This design comes from an exercise in tuning for small area, a short achievable clock period and few clock cycles per item on the open sky130 flow, not from production work.
The RTL was checked by simulation tests, not by an equivalence proof against the original design.
Power and IR drop assume default switching activity.

==> fjord: inputs <==
==> flow/design.v (excerpt) <==
module box_semantic_label_painter_core #(
	parameter int unsigned MAX_DETECTIONS = bslp_pkg::BSLP_MAX_DET
) (
	input  logic         clk,
	input  logic         arst_n,
	input  logic         s_tvalid,
	output logic         s_tready,
	input  logic [103:0] s_tdata,
	input  logic [1:0]   s_tuser,
	output logic         m_tvalid,
	input  logic         m_tready,
	output logic [31:0]  m_tdata,
	output logic [1:0]   m_tuser,
	input  logic         cfg_valid,
	output logic         cfg_ready,
	input  logic [1:0]   cfg_index,
	input  logic [15:0]  cfg_data
);
clock: 5.0 ns
lec_check: 0
abc_area: 1
cap_margin: 20
core_margin: 2
core_utilization: 40
setup_slack_margin: 2.4
slew_margin: 20
run.sh (not shown) runs the stock make flow with config.mk's settings and CLKGATE_MAP_FILE= SYNTH_SCRIPT=/design/flow/synth_recipe.tcl, a recipe that flattens the netlist after the stock synthesis.
==> inputs of sierra, as changes to fjord <==
--- a/flow/design.v
+++ b/flow/design.v
@@ -61,11 +61,11 @@
 	logic       low_conf, full, add_ok;
 	logic [5:0] count_q;
 	assign is_clr   = s_fire && (s_tuser == bslp_pkg::CMD_CLEAR);
 	assign is_add   = s_fire && (s_tuser == bslp_pkg::CMD_ADD);
 	assign is_qry   = (s_tuser == bslp_pkg::CMD_QUERY);
-	bslp_gt #(.W(16)) u_low_conf (.a(min_conf_q), .b(in_conf), .gt(low_conf));
+	bslp_gt_fast #(.W(16)) u_low_conf (.a(min_conf_q), .b(in_conf), .gt(low_conf));
 	assign full     = count_q[5];
 	assign add_ok   = is_add && !low_conf && !full;
 	always_ff @(posedge clk or negedge arst_n) begin
 		if (!arst_n) begin
 			count_q <= '0;
@@ -76,12 +76,12 @@
 		end
 	end
 	logic [13:0] x_last, y_last;    
 	logic [11:0]        nx_lo, nx_hi, ny_lo, ny_hi;
 	logic               n_live;
-	assign x_last = {in_x[12], in_x} + {2'b00, in_w} - 14'd1;
-	assign y_last = {in_y[12], in_y} + {2'b00, in_h} - 14'd1;
+	bslp_add_m1 u_x_last (.a({in_x[12], in_x}), .b({2'b00, in_w}), .s(x_last));
+	bslp_add_m1 u_y_last (.a({in_y[12], in_y}), .b({2'b00, in_h}), .s(y_last));
 	assign nx_lo  = in_x[12] ? 12'd0 : in_x[11:0];
 	assign ny_lo  = in_y[12] ? 12'd0 : in_y[11:0];
 	assign nx_hi  = (!x_last[13] && x_last[12]) ? 12'hFFF : x_last[11:0];
 	assign ny_hi  = (!y_last[13] && y_last[12]) ? 12'hFFF : y_last[11:0];
 	assign n_live = (in_w != 12'd0) && !x_last[13] && (in_h != 12'd0) && !y_last[13]
@@ -274,10 +274,35 @@
 			end
 		end
 	end
 	assign gt = g[0];
 endmodule
+module bslp_add_m1 (
+	input  logic [13:0] a,
+	input  logic [13:0] b,
+	output logic [13:0] s
+);
+	logic [13:0] u, v;      
+	logic [15:0] g, p;      
+	logic [13:0] c;         
+	assign u = ~(a ^ b);
+	assign v = {(a[12:0] | b[12:0]), 1'b0};
+	always_comb begin
+		g = {2'b00, u & v};
+		p = {2'b00, u | v};
+		for (int w = 1; w < 16; w = w * 2) begin
+			for (int k = 15; k >= 0; k--) begin
+				if (k >= w) begin
+					g[k] = g[k] | (p[k] & g[k-w]);
+					p[k] = p[k] & p[k-w];
+				end
+			end
+		end
+	end
+	assign c = {g[12:0], 1'b0};
+	assign s = u ^ v ^ c;
+endmodule
 module bslp_ctrl #(
 	parameter int unsigned NSLOT = 4
 ) (
 	input  logic        clk,
 	input  logic        arst_n,
- CTS_CLUSTER_DIAMETER: unset -> 100
- CTS_CLUSTER_SIZE: unset -> 30
==> inputs of pepper, as changes to fjord <==
--- a/flow/design.v
+++ b/flow/design.v
@@ -61,11 +61,11 @@
 	logic       low_conf, full, add_ok;
 	logic [5:0] count_q;
 	assign is_clr   = s_fire && (s_tuser == bslp_pkg::CMD_CLEAR);
 	assign is_add   = s_fire && (s_tuser == bslp_pkg::CMD_ADD);
 	assign is_qry   = (s_tuser == bslp_pkg::CMD_QUERY);
-	bslp_gt #(.W(16)) u_low_conf (.a(min_conf_q), .b(in_conf), .gt(low_conf));
+	bslp_gt_fast #(.W(16)) u_low_conf (.a(min_conf_q), .b(in_conf), .gt(low_conf));
 	assign full     = count_q[5];
 	assign add_ok   = is_add && !low_conf && !full;
 	always_ff @(posedge clk or negedge arst_n) begin
 		if (!arst_n) begin
 			count_q <= '0;
@@ -76,12 +76,12 @@
 		end
 	end
 	logic [13:0] x_last, y_last;    
 	logic [11:0]        nx_lo, nx_hi, ny_lo, ny_hi;
 	logic               n_live;
-	assign x_last = {in_x[12], in_x} + {2'b00, in_w} - 14'd1;
-	assign y_last = {in_y[12], in_y} + {2'b00, in_h} - 14'd1;
+	bslp_add_m1 u_x_last (.a({in_x[12], in_x}), .b({2'b00, in_w}), .s(x_last));
+	bslp_add_m1 u_y_last (.a({in_y[12], in_y}), .b({2'b00, in_h}), .s(y_last));
 	assign nx_lo  = in_x[12] ? 12'd0 : in_x[11:0];
 	assign ny_lo  = in_y[12] ? 12'd0 : in_y[11:0];
 	assign nx_hi  = (!x_last[13] && x_last[12]) ? 12'hFFF : x_last[11:0];
 	assign ny_hi  = (!y_last[13] && y_last[12]) ? 12'hFFF : y_last[11:0];
 	assign n_live = (in_w != 12'd0) && !x_last[13] && (in_h != 12'd0) && !y_last[13]
@@ -95,45 +95,73 @@
 	localparam int unsigned NG = N / GS;    
 	logic [N*16-1:0] conf_all;
 	logic [N*10-1:0] cls_all;
 	logic [N*GS-1:0] beats;      
 	logic [N-1:0]    hit;
+	logic        st_v, st_live;
+	logic [4:0]  st_idx;
+	logic [11:0] st_x_lo, st_x_hi, st_y_lo, st_y_hi;
+	logic        st_xl_gt, st_xh_lt, st_yl_gt, st_yh_lt, st_hit;
+	always_ff @(posedge clk or negedge arst_n) begin
+		if (!arst_n) begin
+			st_v <= 1'b0;
+		end else begin
+			st_v <= is_add && !full;
+		end
+	end
+	always_ff @(posedge clk) begin
+		st_idx  <= count_q[4:0];
+		st_live <= n_live;
+		st_x_lo <= nx_lo;
+		st_x_hi <= nx_hi;
+		st_y_lo <= ny_lo;
+		st_y_hi <= ny_hi;
+	end
+	bslp_gt #(.W(12)) u_st_xl (.a(st_x_lo), .b(in_px), .gt(st_xl_gt));
+	bslp_gt #(.W(12)) u_st_xh (.a(in_px), .b(st_x_hi), .gt(st_xh_lt));
+	bslp_gt #(.W(12)) u_st_yl (.a(st_y_lo), .b(in_py), .gt(st_yl_gt));
+	bslp_gt #(.W(12)) u_st_yh (.a(in_py), .b(st_y_hi), .gt(st_yh_lt));
+	assign st_hit = st_v && st_live && !st_xl_gt && !st_xh_lt && !st_yl_gt && !st_yh_lt;
 	for (genvar i = 0; i < N; i++) begin : gen_e
 		localparam int unsigned B = (i / GS) * GS;    
 		logic [11:0] x_lo_q, x_hi_q, y_lo_q, y_hi_q;
 		logic [9:0]  cls_q;
 		logic [15:0] conf_q;
 		logic        live_q;
-		logic        we;
-		assign we = is_add && !full && (count_q[4:0] == 5'(i));
+		logic        we, st_we;
+		assign we    = is_add && !full && (count_q[4:0] == 5'(i));
+		assign st_we = st_v && (st_idx == 5'(i));
 		always_ff @(posedge clk) begin
 			if (we) begin
-				x_lo_q <= nx_lo;
-				x_hi_q <= nx_hi;
-				y_lo_q <= ny_lo;
-				y_hi_q <= ny_hi;
 				cls_q  <= in_cls;
 				conf_q <= in_conf;
 			end
+			if (st_we) begin
+				x_lo_q <= st_x_lo;
+				x_hi_q <= st_x_hi;
+				y_lo_q <= st_y_lo;
+				y_hi_q <= st_y_hi;
+			end
 		end
 		always_ff @(posedge clk or negedge arst_n) begin
 			if (!arst_n) begin
 				live_q <= 1'b0;
 			end else if (is_clr) begin
 				live_q <= 1'b0;
-			end else if (we) begin
-				live_q <= n_live;
+			end else if (st_we) begin
+				live_q <= st_live;
 			end
 		end
 		assign conf_all[i*16 +: 16] = conf_q;
 		assign cls_all[i*10 +: 10]  = cls_q;
 		logic x_lo_gt, x_hi_lt, y_lo_gt, y_hi_lt;
 		bslp_gt #(.W(12)) u_xl (.a(x_lo_q), .b(in_px), .gt(x_lo_gt));
 		bslp_gt #(.W(12)) u_xh (.a(in_px), .b(x_hi_q), .gt(x_hi_lt));
 		bslp_gt #(.W(12)) u_yl (.a(y_lo_q), .b(in_py), .gt(y_lo_gt));
 		bslp_gt #(.W(12)) u_yh (.a(in_py), .b(y_hi_q), .gt(y_hi_lt));
-		assign hit[i] = live_q && !x_lo_gt && !x_hi_lt && !y_lo_gt && !y_hi_lt;
+		assign hit[i] = (live_q && !x_lo_gt && !x_hi_lt && !y_lo_gt && !y_hi_lt)
+		             || (st_hit && (st_idx == 5'(i)));
 		if (i > B) begin : gen_row
 			logic [i-B-1:0] gt_d, gt_q;    
 			for (genvar j = B; j < i; j++) begin : gen_cmp
 				bslp_gt #(.W(16)) u_cmp (.a(in_conf), .b(conf_all[j*16 +: 16]), .gt(gt_d[j-B]));
 			end
@@ -274,10 +302,35 @@
 			end
 		end
 	end
 	assign gt = g[0];
 endmodule
+module bslp_add_m1 (
+	input  logic [13:0] a,
+	input  logic [13:0] b,
+	output logic [13:0] s
+);
+	logic [13:0] u, v;      
+	logic [15:0] g, p;      
+	logic [13:0] c;         
+	assign u = ~(a ^ b);
+	assign v = {(a[12:0] | b[12:0]), 1'b0};
+	always_comb begin
+		g = {2'b00, u & v};
+		p = {2'b00, u | v};
+		for (int w = 1; w < 16; w = w * 2) begin
+			for (int k = 15; k >= 0; k--) begin
+				if (k >= w) begin
+					g[k] = g[k] | (p[k] & g[k-w]);
+					p[k] = p[k] & p[k-w];
+				end
+			end
+		end
+	end
+	assign c = {g[12:0], 1'b0};
+	assign s = u ^ v ^ c;
+endmodule
 module bslp_ctrl #(
 	parameter int unsigned NSLOT = 4
 ) (
 	input  logic        clk,
 	input  logic        arst_n,
@@ -310,11 +363,22 @@
 			n_q   <= n_nxt;
 			vld_q <= (n_nxt != 3'd0);
 			nrdy_q <= ({1'b0, n_nxt} + {2'b00, busy} + {3'b000, s_fire}) >= 4'(NSLOT);
 		end
 	end
-	for (genvar k = 0; k < NSLOT; k++) begin : gen_slot
+	logic        h_hold, h_next, h_new;
+	logic [28:0] head_d;
+	assign h_hold = !deliver && (n_q != 3'd0);
+	assign h_next = deliver && (n_q >= 3'd2);
+	assign h_new  = !h_hold && !h_next;
+	assign head_d = ({29{h_hold}} & slot_q[28:0])
+	              | ({29{h_next}} & slot_q[57:29])
+	              | ({29{h_new}}  & r_d);
+	always_ff @(posedge clk) begin
+		slot_q[28:0] <= head_d;
+	end
+	for (genvar k = 1; k < NSLOT; k++) begin : gen_slot
 		if (k + 1 < NSLOT) begin : gen_mid
 			always_ff @(posedge clk) begin
 				if (deliver) begin
 					slot_q[k*29 +: 29] <= (n_q > 3'(k + 1)) ? slot_q[(k+1)*29 +: 29] : r_d;
 				end else if (n_q <= 3'(k)) begin
==> run summary <==
run status complete, no violations; startpoint of the lowest-slack hold path s_tdata[1]; clock network share of area 0.0673; total met2 wirelength after detailed routing 186000 µm; adder and majority cell fraction of the synthesized area 0.00838; antenna violations before repair 20; Total Routed Length 415000 µm; Layout clock buffers 421; delay-heaviest family, CP compound AO/OA/AOI/OAI gates; overall power of the completed layout 57.2 mW
That was pepper.
==> run summary <==
run status complete, no violations; most crowded layer after global routing met2; placeable core area 0.312 mm²; delay-heaviest family, CP buffers and inverters; overall power of the completed layout 59.6 mW; Total Routed Length 422000 µm; beginning of the worst register-to-register path u_dp.hit_q[29]$_DFF_P_; Layout clock buffers 412; total met2 wirelength after detailed routing 192000 µm; clock network share of area 0.0647; antenna violations before repair 25
That was fjord.
==> run summary <==
Total Routed Length 414000 µm; clock network share of area 0.0251; run status complete, no violations; adder and majority cell fraction of the synthesized area 0.00859; total met2 wirelength after detailed routing 185000 µm; delay-heaviest family, CP adder cells; overall power of the completed layout 50.4 mW; antenna violations before repair 22
That was sierra.
Testbench counts of fjord, summed over its fixed seeds: cycles 2,259, transactions 2,235.
Testbench counts of sierra, summed over its fixed seeds: cycles 2,259, transactions 2,235.
Testbench counts of pepper, summed over its fixed seeds: cycles 2,259, transactions 2,235.

==> separate check: timing with driven ports <==
In the flow no input, the clock included, has a driving cell. The finished layouts below were timed again as built, in two steps. Step 1 assumes that a clkbuf_16 drives the clock port and a buf_2 every other input. Step 2 times the ports against the registers' clock, not the clock port: input delays grow and output delays shrink by t, the midpoint of the rising clock arrivals with the driver on. Slacks: ideal ports / drivers / drivers and shift; pairs: ideal ports / drivers.
run	t, ns	setup WS [ns]	worst setup path after step 2	clock arrival spread, ns
fjord	1.016	1.719 / 1.785 / 0.769	input to register	0.080 / 0.080
sierra	1.022	2.076 / 2.137 / 1.115	input to register	0.108 / 0.108
pepper	1.014	2.265 / 2.324 / 1.310	input to register	0.064 / 0.063
After both steps setup and hold are still met in every run listed. For sierra, which loses most, drivers alone change the setup slack by +0.061 ns; drivers and shift together by -0.961 ns.
